This is an optimization exercise on Yosys and OpenROAD, whose aim is small area, a short achievable clock period and few clock cycles per item, not a production implementation.
Only simulation tests tie the RTL to the original design; equivalence was not proved.

**flow/design.v**
```verilog
`timescale 1ns/1ps
module asconRound (
    input  logic [320-1:0] stateIn,
    input  logic [3:0]                   roundIdx,
    output logic [320-1:0] stateOut
);
    logic [64-1:0] x0, x1, x2, x3, x4;
    logic [64-1:0] t0, t1, t2, t3, t4;
    logic [64-1:0] y0, y1, y2, y3, y4;
    logic [7:0]                  rc;
    assign rc = {~roundIdx, roundIdx};
    always_comb begin
        x0 = stateIn[(320-1-64*(0)) -: 64];
        x1 = stateIn[(320-1-64*(1)) -: 64];
        x2 = stateIn[(320-1-64*(2)) -: 64];
        x3 = stateIn[(320-1-64*(3)) -: 64];
        x4 = stateIn[(320-1-64*(4)) -: 64];
        x2[7:0] = x2[7:0] ^ rc;
        x0 = x0 ^ x4;
        x4 = x4 ^ x3;
        x2 = x2 ^ x1;
        t0 = ~x0 & x1;
        t1 = ~x1 & x2;
        t2 = ~x2 & x3;
        t3 = ~x3 & x4;
        t4 = ~x4 & x0;
        x0 = x0 ^ t1;
        x1 = x1 ^ t2;
        x2 = x2 ^ t3;
        x3 = x3 ^ t4;
        x4 = x4 ^ t0;
        x1 = x1 ^ x0;
        x0 = x0 ^ x4;
        x3 = x3 ^ x2;
        x2 = ~x2;
        y0 = x0 ^ {x0[18:0], x0[63:19]} ^ {x0[27:0], x0[63:28]};
        y1 = x1 ^ {x1[60:0], x1[63:61]} ^ {x1[38:0], x1[63:39]};
        y2 = x2 ^ {x2[0:0],  x2[63:1]}  ^ {x2[5:0],  x2[63:6]};
        y3 = x3 ^ {x3[9:0],  x3[63:10]} ^ {x3[16:0], x3[63:17]};
        y4 = x4 ^ {x4[6:0],  x4[63:7]}  ^ {x4[40:0], x4[63:41]};
    end
    assign stateOut = {y0, y1, y2, y3, y4};
endmodule
`timescale 1ns/1ps
module asconPermutation #(
    parameter int roundsPerCycle = 1
) (
    input  logic [320-1:0] stateIn,
    input  logic [3:0]                   roundIdx,
    output logic [320-1:0] stateOut
);
    logic [320-1:0] chain [0:roundsPerCycle];
    assign chain[0] = stateIn;
    for (genvar g = 0; g < roundsPerCycle; g++) begin : g_round
        asconRound u_round (
            .stateIn (chain[g]),
            .roundIdx(roundIdx | 4'(g)),
            .stateOut(chain[g+1])
        );
    end
    assign stateOut = chain[roundsPerCycle];
endmodule
`timescale 1ns/1ps
module asconPadding (
    input  logic [64-1:0] block,
    input  logic [4-1:0]  len,
    output logic [64-1:0] padded,
    output logic [8-1:0] byteMask
);
    always_comb begin
        for (int b = 0; b < 8; b++) begin
            byteMask[8-1-b] = (b < len);
            if (b < len) begin
                padded[64-1-8*b -: 8] = block[64-1-8*b -: 8];
            end else if (b == len) begin
                padded[64-1-8*b -: 8] = 8'h80;
            end else begin
                padded[64-1-8*b -: 8] = 8'h00;
            end
        end
    end
endmodule
`timescale 1ns/1ps
module asconController (
    input  logic       clk,
    input  logic       rst,
    input  logic       start,
    input  logic       hasAd,
    input  logic       enc,
    input  logic       dLast,       
    output logic       idle,
    output logic [3:0] roundIdx,
    output logic       adMode,      
    output logic       injText,     
    output logic       injAny,      
    output logic       injDec,      
    output logic       injKey34,    
    output logic       injDs,       
    output logic       read,
    output logic       outValid,
    output logic       tagValid
);
    localparam int R = 1;
    localparam logic [3:0] lastIdx = 4'(12 - R);
    localparam logic [3:0] preIdx  = 4'(12 - 2 * R);
    localparam logic [3:0] shortRunStart = 12 - 6;
    localparam logic [2:0] phIdle  = 3'd0;
    localparam logic [2:0] phInit  = 3'd1;
    localparam logic [2:0] phAd    = 3'd2;
    localparam logic [2:0] phText  = 3'd3;
    localparam logic [2:0] phFinal = 3'd4;
    localparam logic [2:0] phTag   = 3'd5;
    logic [2:0] phase;
    logic       isLast;
    logic       isPre;
    logic       absorbing;
    assign idle      = (phase == phIdle);
    assign isLast    = (roundIdx == lastIdx);
    assign isPre     = (roundIdx == preIdx);
    assign absorbing = (phase == phInit) || (phase == phAd) || (phase == phText);
    always_ff @(posedge clk or posedge rst) begin
        if (rst) begin
            phase    <= phIdle;
            roundIdx <= 4'd0;
            adMode   <= 1'b0;
            injText  <= 1'b0;
            injAny   <= 1'b0;
            injDec   <= 1'b0;
            injKey34 <= 1'b0;
            injDs    <= 1'b0;
            read     <= 1'b0;
            outValid <= 1'b0;
            tagValid <= 1'b0;
        end else begin
            injText  <= absorbing && isPre && !adMode;
            injAny   <= absorbing && isPre;
            injDec   <= absorbing && isPre && !adMode && !enc;
            injDs    <= ((phase == phInit) || (phase == phAd)) && isPre && !adMode;
            injKey34 <= ((phase == phInit) || (phase == phFinal)) && isPre;
            read     <= (absorbing && isPre && adMode) || injText;
            outValid <= injText;
            tagValid <= (phase == phFinal) && isLast;
            roundIdx <= roundIdx + 4'(R);
            case (phase)
                phIdle: begin
                    roundIdx <= 4'd0;
                    if (start) begin
                        phase  <= phInit;
                        adMode <= hasAd;
                    end
                end
                phInit, phAd, phText: begin
                    if (isLast) begin
                        roundIdx <= shortRunStart;
                        if (adMode) begin
                            phase  <= phAd;
                            adMode <= !dLast;
                        end else if (dLast) begin
                            phase    <= phFinal;
                            roundIdx <= 4'd0;
                        end else begin
                            phase <= phText;
                        end
                    end
                end
                phFinal: begin
                    if (isLast) begin
                        phase <= phTag;
                    end
                end
                default: begin
                    phase <= phIdle;
                end
            endcase
        end
    end
endmodule
`timescale 1ns/1ps
module asconTop (
    input  logic                         clk,
    input  logic                         rst,
    input  logic                         start,
    input  logic                         hasAd,
    input  logic                         enc,
    input  logic [128-1:0]   key,
    input  logic [128-1:0]   nonce,
    input  logic [64-1:0]  adBlock,
    input  logic [4-1:0]   adLen,
    input  logic [64-1:0]  textBlock,
    input  logic [4-1:0]   textLen,
    output logic                         read,
    output logic [64-1:0]  outBlock,
    output logic                         outValid,
    output logic [128-1:0]   tag,
    output logic                         tagValid
);
    logic                         idle;
    logic [3:0]                   roundIdx;
    logic                         adMode;
    logic                         injText;
    logic                         injAny;
    logic                         injDec;
    logic                         injKey34;
    logic                         injDs;
    logic [320-1:0] stateReg;
    logic [320-1:0] permOut;
    logic [128-1:0]   keyReg;
    logic [64-1:0]  selBlock;
    logic [4-1:0]   selLen;
    logic [8-1:0] lenBytes;
    logic [8-1:0] dBytes;    
    logic [8-1:0] padBytes;  
    logic [8-1:0] injBytes;
    logic [8-1:0] injPads;
    logic [8-1:0] decBytes;
    logic                         dLast;     
    logic [64-1:0]  outReg;
    logic [64-1:0]  mask64;
    logic [64-1:0]  keep0;
    logic [64-1:0]  inj0;
    logic [128-1:0]   inj12;
    logic [128-1:0]   inj34;
    logic [320-1:0] nextState;
    logic [64-1:0]  y0;
    asconController u_controller (
        .clk     (clk),
        .rst     (rst),
        .start   (start),
        .hasAd   (hasAd),
        .enc     (enc),
        .dLast   (dLast),
        .idle    (idle),
        .roundIdx(roundIdx),
        .adMode  (adMode),
        .injText (injText),
        .injAny  (injAny),
        .injDec  (injDec),
        .injKey34(injKey34),
        .injDs   (injDs),
        .read    (read),
        .outValid(outValid),
        .tagValid(tagValid)
    );
    asconPermutation #(
        .roundsPerCycle(1)
    ) u_permutation (
        .stateIn (stateReg),
        .roundIdx(roundIdx),
        .stateOut(permOut)
    );
    assign selBlock = adMode ? adBlock : textBlock;
    assign selLen   = adMode ? adLen : textLen;
    always_comb begin
        for (int b = 0; b < 8; b++) begin
            lenBytes[8-1-b] = (b < selLen);
        end
    end
    always_ff @(posedge clk) begin
        dBytes <= lenBytes;
    end
    assign padBytes = {1'b1, dBytes[8-1:1]} & ~dBytes;
    assign dLast    = !dBytes[0];
    assign injBytes = dBytes & {8{injAny}};
    assign injPads  = padBytes & {8{injAny}};
    assign decBytes = dBytes & {8{injDec}};
    for (genvar b = 0; b < 8; b++) begin : g_pad
        assign inj0[8*b +: 8]   = (selBlock[8*b +: 8] & {8{injBytes[b]}}) | {injPads[b], 7'd0};
        assign mask64[8*b +: 8] = {8{injBytes[b]}};
        assign keep0[8*b +: 8]  = {8{!decBytes[b]}};
    end
    assign inj12 = (injText && dLast) ? keyReg : '0;
    assign inj34 = (injKey34 ? keyReg : '0) ^ {127'd0, injDs};
    assign y0 = permOut[(320-1-64*(0)) -: 64];
    always_comb begin
        nextState = permOut ^ {inj0, inj12, inj34};
        nextState[(320-1-64*(0)) -: 64] = (y0 & keep0) ^ inj0;
        if (idle) begin
            nextState = {64'h80400c0600000000, key, nonce};
        end
    end
    always_ff @(posedge clk) begin
        stateReg <= nextState;
        outReg   <= (y0 ^ inj0) & mask64;
        if (idle) begin
            keyReg <= key;
        end
    end
    assign outBlock = outReg;
    assign tag      = stateReg[128-1:0];
endmodule
```
**flow/flow/run.sh**
```bash
#!/bin/bash
# Standard ORFS layout, with plain buf_1 cells as the port buffers instead of
# the delay cells buffer_ports picks by default, a clock tree with larger
# sink clusters and no dummy loads, and timing repair aiming below the period.
set -euo pipefail
export BUFFER_PORTS_ARGS="-buffer_cell sky130_fd_sc_hd__buf_1"
export CTS_ARGS="-sink_clustering_enable -repair_clock_nets -sink_clustering_size 20 -sink_clustering_max_diameter 80"
export SETUP_SLACK_MARGIN=5.2
bash standard.sh > standard.log 2>&1
```
**flow/standard.sh**
```bash
#!/bin/bash
# synth_recipe.tcl (not shown) runs the flow's synth.tcl, then flattens the netlist and writes it again
# the make line also repeats each setting of config.mk as NAME=value (left out here)
make -C /OpenROAD-flow-scripts/flow DESIGN_CONFIG=/design/flow/config.mk WORK_HOME=/design/flow/orfs CLKGATE_MAP_FILE= SYNTH_SCRIPT=/design/flow/synth_recipe.tcl "${@:-finish}"
```
**flow/config.mk**
```make
export PLATFORM = sky130hd
export DESIGN_NAME = asconTop
export DESIGN_NICKNAME = asconTop
export VERILOG_FILES = /design/flow/design.v
export SDC_FILE = /design/flow/constraint.sdc
export NUM_CORES = 4
export LEC_CHECK = 0
export CAP_MARGIN = 20
export CORE_MARGIN = 2
export CORE_UTILIZATION = 40
export SLEW_MARGIN = 40
```
**flow/constraint.sdc**
```tcl
create_clock -name core_clock -period 8.0 [get_ports {clk}]
set_input_delay 1.6000 -clock core_clock [delete_from_list [all_inputs] [get_ports {clk}]]
set_output_delay 1.6000 -clock core_clock [all_outputs]
set_load 0.01 [all_outputs]
```
==> summary.txt, run 1 <==
Route
  – Detailed router's first-iteration violation count: 4,040
  – Via count: 30,884
  – Pre-Repair DR Iteration Count: 6
  – Final WL: 168 mm
  – Residual DRC: 0
  – Wire per inst: 29.0 microns
  – Post-route ant nets: 0
  – Drt via density: 5.34

Placed design
  – Port bufs: 591
  – Detailed Place HPWL: 138 mm
  – Pre-CTS setup slack: 4.76 ns
  – GP Congestion: 1.07

Clocking
  – Num CTS Buffers: 41
  – Clock sink count: 536
  – Clk latency of the worst-skew pair: 0.63 ns
  – H-tree levels: 2
  – CTS root buffer: clkbuf_16
  – Post-CTS Hold Buffers: 0
  – Worst-path clk slew: 0.09 ns
  – CTS Buffer Depth: 3
  – CTS tree: done

Setup path
  – Cells along the critical path: buf_4, xnor2_1, nand2_1, xor2_1, xnor2_1, xnor2_1, a21oi_1
  – Slowest stage cell, crit path: xor2_1
  – Crit path capture type: flip-flop
  – R2R depth: 7
  – Crit-path max FO: 3
  – CP Buf/Inv Count: 1
  – Worst path depth: 7
  – Worst path top cell family by delay: XOR/XNOR gates
  – Delay of the slowest critical-path stage: 0.75 ns
  – Top cell by count, worst path: xnor2_1
  – CP Launch Type: flip-flop
  – Worst endpoint data arrival time: 3.35 ns
  – Worst Path Required: 8.49 ns
  – Kind of critical path: flip-flop to flip-flop

Synth
  – Mapped Area: 37,600 sq um
  – Async set or reset register ratio after synthesis: 0.0299
  – Yosys warns: 6
  – Net Count, Synth: 4,591
  – Syn_area_per_cell: 9.26 sq um
  – EDFF count, synth: 128
  – Number of distinct library cells after synthesis: 53
  – Seq/Total Area, Yosys: 0.321
  – FF+latch count, synth: 536
  – Top_reg_cell synth: dfxtp_1
  – Synth Instances: 4,064

STA
  – Period utilisation layout: 0.358
  – Worst slew pin tran: 0.980 ns
  – Max Clock Freq: 349 MHz
  – # setup viols final: 0
  – Hold Fails Final Rpt: 0
  – Unrepaired setup endpoints after global routing: no
  – Slew HR: 0.342
  – Fin crit period: 2.86 ns
  – Setup ws final: 5.14 ns
  – Fin. max-slew vios: 0
  – TNS Setup: 0 ns
  – Clock skew: 0.0295 ns

Die
  – Initial Utilization: 0.404
  – Die ar.: 96,500 sq um
  – # rows: 112
  – Die height: 311 microns
  – Core Box Area: 93,200 sq um
  – Die width: 311 microns
  – # IOs: 592

Final layout
  – Register area: 12,400 sq um
  – Nets: 5,009
  – Area of the multi-input gates: 24,200 sq um
  – Layout area overhead: 14.9%
  – Commonest non-fill, non-tap cell in the layout: xnor2_1
  – Fillers: 9,188
  – Most frequent cells in the layout: xnor2_1, nand2_1, buf_1
  – Layout cells sized above 1: 0.120

Outcome
  – Status: finished clean

Flow run
  – Max Cap Viol: 0

Global routing
  – Pin count of the biggest net entering global routing: 198
  – Residual overflow from global routing: 0
  – First-pass GRT wire length: 226 mm
  – Tot GR Track Use: 0.333
  – Initial antenna violation count: 29
  – Vias in the first global route: 28,949

Hold path
  – Hold Crit Class: flip-flop to flip-flop
  – Worst hold path cell count: 0
## synth_stat cells (23+ instances only)
library cell,count,area [sq um]
a21oi_1,225,1130
buf_2,23,115
buf_4,129,968
clkbuf_1,99,372
dfxtp_1,392,7850
edfxtp_1,128,3840
ha_1,130,1630
inv_1,203,762
maj3_1,64,641
mux2_2,51,574
mux2i_1,71,711
nand2_1,496,1860
nor2_1,269,1010
o2111ai_1,51,447
o21ai_0,115,576
o21ai_1,99,495
xnor2_1,911,7980
xnor2_2,42,683
xnor3_1,55,1240
xor2_1,400,3500
## worst reg2reg max path: cells and delay by family, from the launching register on
| family | cells | cell delay [ns] |
|---|---|---|
| AND/OR/NAND/NOR | 1 | 0.11 |
| AO/OA/AOI/OAI | 1 | 0.15 |
| buffers and inverters | 1 | 0.16 |
| flip-flops | 1 | 0.35 |
| XOR/XNOR | 4 | 1.97 |
## final timing paths
check	from	endpoint	slack, ns
worst max-delay path	stateReg[56]	stateReg[56]	5.14
worst max register to register	stateReg[56]	stateReg[56]	5.14
max in group asynchronous	rst	u_controller.injKey34	6.48
min in group asynchronous	rst	u_controller.injDs	1.03
worst min register to register	u_controller.injText	u_controller.outValid	0.58
worst min-delay path	u_controller.injText	u_controller.outValid	0.58
## metal layers
metal / vias up / track usage / share of wire
met5: - / 0 / 0.00042
met4: 10 / 0.164 / 0.056
met3: 298 / 0.0682 / 0.10
met2: 1693 / 0.524 / 0.45
met1: 14982 / 0.436 / 0.39
li1: 13901 / - / -
## state kept, by name (all words and copies together) (netlist names), 3 cells and up
name,flops
stateReg,320
keyReg,128
outReg,64
dBytes,8
u_controller.roundIdx,4
u_controller.phase,3
## cell type report
type	count	area share
multi-input combinational	3061	0.560
sequential	536	0.286
timing repair buffer	634	0.0662
tap	1254	0.0363
clock buffer	49	0.0249
inverter	208	0.0182
clock inverter	25	0.00739
antenna	19	0.00110
## through the flow
step           hold slack, ns  instances  cell area [sq um]  utilization
2_1_floorplan           0.368       4064              37600            -
3_3_place_gp            0.409       5679              40200        0.431
3_5_place_dp            0.404       5679              40800        0.438
4_1_cts                 0.423       5760              42800        0.459
5_1_grt                 0.584       5780              43200        0.463
6_report                0.584       5786              43200        0.464
## what timing repair did
action,in CTS,in global routing
gates cloned,1,4
pin swaps,2,1
setup endpoints to repair,385,250
buffers inserted,6,1
resized for setup,244,60
## cells by family (layout without fill, tap and decap cells)
| group | Yosys count | after routing | synth area share |
|---|---|---|---|
| XOR/XNOR | 1420 | 1420 | 0.364 |
| AND/OR/NAND/NOR | 798 | 801 | 0.0824 |
| flip-flops | 536 | 536 | 0.321 |
| AO/OA/AOI/OAI | 524 | 524 | 0.0774 |
| buffers and inverters | 470 | 916 | 0.0605 |
| adder cells (fa/ha/maj) | 194 | 194 | 0.0603 |
| multiplexers | 122 | 122 | 0.0342 |
| other | 0 | 19 | 0 |
Testbench counts, summed over its fixed seeds: cycles 17,560, blocks 1,860.
==> inputs of run 2 (changes only) <==
--- a/flow/flow/run.sh
+++ b/flow/flow/run.sh
@@ -5,5 +5,5 @@
 set -euo pipefail
 export BUFFER_PORTS_ARGS="-buffer_cell sky130_fd_sc_hd__buf_1"
-export CTS_ARGS="-sink_clustering_enable -repair_clock_nets -sink_clustering_size 20 -sink_clustering_max_diameter 80"
+export CTS_ARGS="-sink_clustering_enable -repair_clock_nets -dont_use_dummy_load -sink_clustering_size 20 -sink_clustering_max_diameter 80 -root_buf sky130_fd_sc_hd__clkbuf_16 -buf_list {sky130_fd_sc_hd__clkbuf_8 sky130_fd_sc_hd__clkbuf_16}"
 export SETUP_SLACK_MARGIN=5.2
 bash standard.sh > standard.log 2>&1
==> run 2 against run 1 <==
Routed wire length about the same. Flip-flop and latch count unchanged. Still clean on timing, DRC and antenna. Largest cell class unchanged. Clock skew up 0.055 ns. Critical path type unchanged. Count of clock-buffer cells in the layout down 8. Register-to-register slack better by 0.04 ns. Utilization down 0.55 points. Maximum frequency up 1.5%. Sequential share of layout area up 0.19 points. Worst hold slack better by 0.0098 ns. Via count down 0.21%. Synthesized cell count unchanged. Critical endpoint unchanged.
==> summary.txt, run 2 <==
Clocking
  – CTS root buffer: clkbuf_16
  – Post-CTS Hold Buffers: 0 (unchanged)
  – Clock sink count: 536 (unchanged)
  – Worst-path clk slew: 0.09 ns (about the same)
  – Num CTS Buffers: 41 (unchanged)
  – CTS Buffer Depth: 3 (unchanged)
  – H-tree levels: 2 (unchanged)
  – Clk latency of the worst-skew pair: 0.63 ns (about the same)
  – CTS tree: done

Setup path
  – Delay of the slowest critical-path stage: 0.66 ns (-0.09 ns)
  – Kind of critical path: flip-flop to flip-flop
  – CP Buf/Inv Count: 0 (-1)
  – Crit path capture type: flip-flop
  – Worst Path Required: 8.50 ns (about the same)
  – Worst endpoint data arrival time: 3.32 ns (-0.03 ns)
  – Crit-path max FO: 3 (unchanged)
  – CP Launch Type: flip-flop
  – Cells along the critical path: xnor2_1, nand2_1, xor2_1, xnor2_1, xnor2_1, a21oi_1
  – Slowest stage cell, crit path: dfxtp_1
  – Top cell by count, worst path: xnor2_1
  – Worst path top cell family by delay: XOR/XNOR gates

Die
  – Die ar.: 96,500 sq um (unchanged)
  – Core Box Area: 93,200 sq um (unchanged)
  – Die height: 311 microns (unchanged)
  – Initial Utilization: 0.404 (unchanged)
  – # IOs: 592 (unchanged)
  – Die width: 311 microns (unchanged)
  – # rows: 112 (unchanged)

Synth
  – Largest family of logic cells by synthesized area: XOR/XNOR gates
  – EDFF count, synth: 128 (unchanged)
  – Yosys top cell area share: 0.212 (unchanged)
  – XOR/XNOR share of the synthesized area: 0.364 (unchanged)
  – Async set or reset register ratio after synthesis: 0.0299 (unchanged)
  – Seq/Total Area, Yosys: 0.321 (unchanged)
  – Post-synth top cells: xnor2_1, nand2_1, xor2_1, dfxtp_1, nor2_1
  – Syn_area_per_cell: 9.26 sq um (unchanged)
  – Most frequent cell after synthesis: xnor2_1
  – FF+latch count, synth: 536 (unchanged)
  – Number of distinct library cells after synthesis: 53 (unchanged)
  – Simple-gate portion of the synthesized area: 0.0824 (unchanged)
  – Top_reg_cell synth: dfxtp_1
  – Yosys warns: 6 (unchanged)
  – Net Count, Synth: 4,591 (unchanged)
  – Post-synthesis compound-gate area fraction: 0.0774 (unchanged)
  – Synth top area cells: xnor2_1, dfxtp_1, edfxtp_1, xor2_1, nand2_1
  – Mux cell area share after synthesis: 0.0342 (unchanged)
  – Area leader, netlist: xnor2_1
  – Mapped Area: 37,600 sq um (unchanged)
  – Synth Instances: 4,064 (unchanged)
  – Post-Synth Adder-Cell Area: 0.0603 (unchanged)

STA
  – Fin crit period: 2.82 ns (-0.0414 ns)
  – Fin. max-slew vios: 0 (unchanged)
  – Max Clock Freq: 354 MHz (+1.5%)
  – Worst slew pin tran: 1.01 ns (+0.0264 ns)
  – TNS Setup: 0 ns (unchanged)
  – Final hold slack: 0.594 ns (+0.00982 ns)
  – Period utilisation layout: 0.353 (-0.00518)
  – Clock skew: 0.0845 ns (+0.0551 ns)
  – Slew HR: 0.327 (-0.0152)
  – Hold Fails Final Rpt: 0 (unchanged)
  – Setup ws final: 5.18 ns (+0.0414 ns)
  – Unrepaired setup endpoints after global routing: no
  – # setup viols final: 0 (unchanged)

Global routing
  – Residual overflow from global routing: 0 (unchanged)
  – Tot GR Track Use: 0.335 (+0.00111)
  – First-pass GRT wire length: 226 mm (+0.17%)
  – Pin count of the biggest net entering global routing: 100 (-49%)
  – Vias in the first global route: 28,912 (-0.13%)
  – Initial antenna violation count: 32 (+10%)

Route
  – Wire per inst: 29.2 microns (+0.62%)
  – Detailed router's first-iteration violation count: 3,937 (-2.5%)
  – Residual DRC: 0 (unchanged)
  – Final WL: 168 mm (about the same)
  – Post-route ant nets: 0 (unchanged)
  – Drt via density: 5.35 (+0.32%)
  – Via count: 30,818 (-0.21%)
  – Pre-Repair DR Iteration Count: 6 (unchanged)

Flow run
  – Max Cap Viol: 0 (unchanged)

Placed design
  – Port bufs: 591 (unchanged)
  – Pre-CTS setup slack: 4.76 ns (unchanged)
  – GP Congestion: 1.07 (unchanged)
  – Detailed Place HPWL: 138 mm (unchanged)

Outcome
  – Status: finished clean

Final layout
  – Fillers: 9,222 (+0.37%)
  – Layout area overhead: 13.5%
  – Most flop-heavy register: stateReg
  – Largest registers: stateReg x320, keyReg x128, outReg x64
  – Nets: 5,005 (-0.080%)
  – Final core utilization: 0.458 (-0.00546)
  – Area of the multi-input gates: 24,200 sq um (unchanged)
  – Commonest non-fill, non-tap cell in the layout: xnor2_1
  – Register area: 12,300 sq um (-0.52%)
  – Layout cells sized above 1: 0.106 (-0.0146)
  – Max reg flops: 320 (unchanged)
  – Most frequent cells in the layout: xnor2_1, buf_1, nand2_1

Hold path
  – Hold Crit Class: flip-flop to flip-flop
-- run 2: logic make-up (layout without fill, tap and decap cells) --
| group | Yosys count | after routing |
|---|---|---|
| AOI/OAI and AO/OA | 524 | 524 |
| buffers and inverters | 470 | 879 |
| and+or+nand+nor | 798 | 801 |
| adders and majority gates | 194 | 194 |
| DFF | 536 | 536 |
| muxes | 122 | 122 |
| xor gates and xnor gates | 1420 | 1420 |
| other | 0 | 25 |
-- run 2: repair_timing --
action,4_1_cts,5_1_grt
resized for setup,192,42
pin swaps,2,4
setup buffers,3,0
endpoints found under the setup margin,377,169
gates cloned,2,3
-- run 2: final cells by class --
| type | count | share of cell area |
|---|---|---|
| Clock buffer | 41 | 0.0240 |
| Inverter | 208 | 0.0186 |
| Sequential cell | 536 | 0.288 |
| Timing Repair Buffer | 630 | 0.0647 |
| Tap cell | 1254 | 0.0368 |
| Antenna cell | 25 | 0.00147 |
| Multi-Input combinational cell | 3061 | 0.566 |
-- run 2: layer usage --
metal | track usage | vias up | share of wire | wire, microns
met3 | 0.0691 | 319 | 0.11 | 17700
met2 | 0.522 | 1776 | 0.44 | 74400
met5 | 0 | - | 0.00055 | 92
met4 | 0.176 | 12 | 0.059 | 9950
li1 | - | 13851 | - | -
met1 | 0.436 | 14860 | 0.39 | 65900
-- run 2: per-stage QoR --
step | instances | area [sq um]
floorplan | 4064 | 37600
global placement | 5679 | 40200
detailed placement | 5679 | 40800
CTS | 5725 | 42400
global route | 5744 | 42700
finish | 5755 | 42700
-- run 2: final timing paths --
check / startpoint / end / slack [ns] / cells past startpoint
max reg2reg: stateReg[289] / stateReg[56] / 5.18 / 6
max: stateReg[289] / stateReg[56] / 5.18 / 6
min in group asynchronous: rst / u_controller.roundIdx[1] / 1.03 / 2
min reg2reg: u_controller.injText / u_controller.outValid / 0.59 / 0
min: u_controller.injText / u_controller.outValid / 0.59 / 0
max in group asynchronous: rst / u_controller.injKey34 / 6.47 / 2

==> re-timing with driven ports <==
In the flow no input, the clock included, has a driving cell. The finished layouts below were timed again as built, in two steps. Step 1 (the two cells are an assumption about what drives the block):
set clk [get_ports {clk}]
set_driving_cell -lib_cell sky130_fd_sc_hd__clkbuf_16 $clk
set_driving_cell -lib_cell sky130_fd_sc_hd__buf_2 [delete_from_list [all_inputs] $clk]
Step 2 also shifts input and output timing later by t, the mid clock arrival at the registers, as if the neighbouring blocks saw the same clock. Slacks: ideal / step 1 / step 2; pairs: ideal / step 1.
run | t (ns) | setup WS [ns] | latest minus earliest clock arrival (ns) | cell pins on the clock port's net
run 1 | 0.686 | 5.137 / 5.137 / 5.077 | 0.031 / 0.031 | 1
run 2 | 0.661 | 5.178 / 5.142 / 5.120 | 0.086 / 0.087 | 1
After both steps setup and hold are still met in every run listed. The setup slack of run 1, which loses most, moves by 0.000 ns with the drivers and by -0.060 ns with both steps.
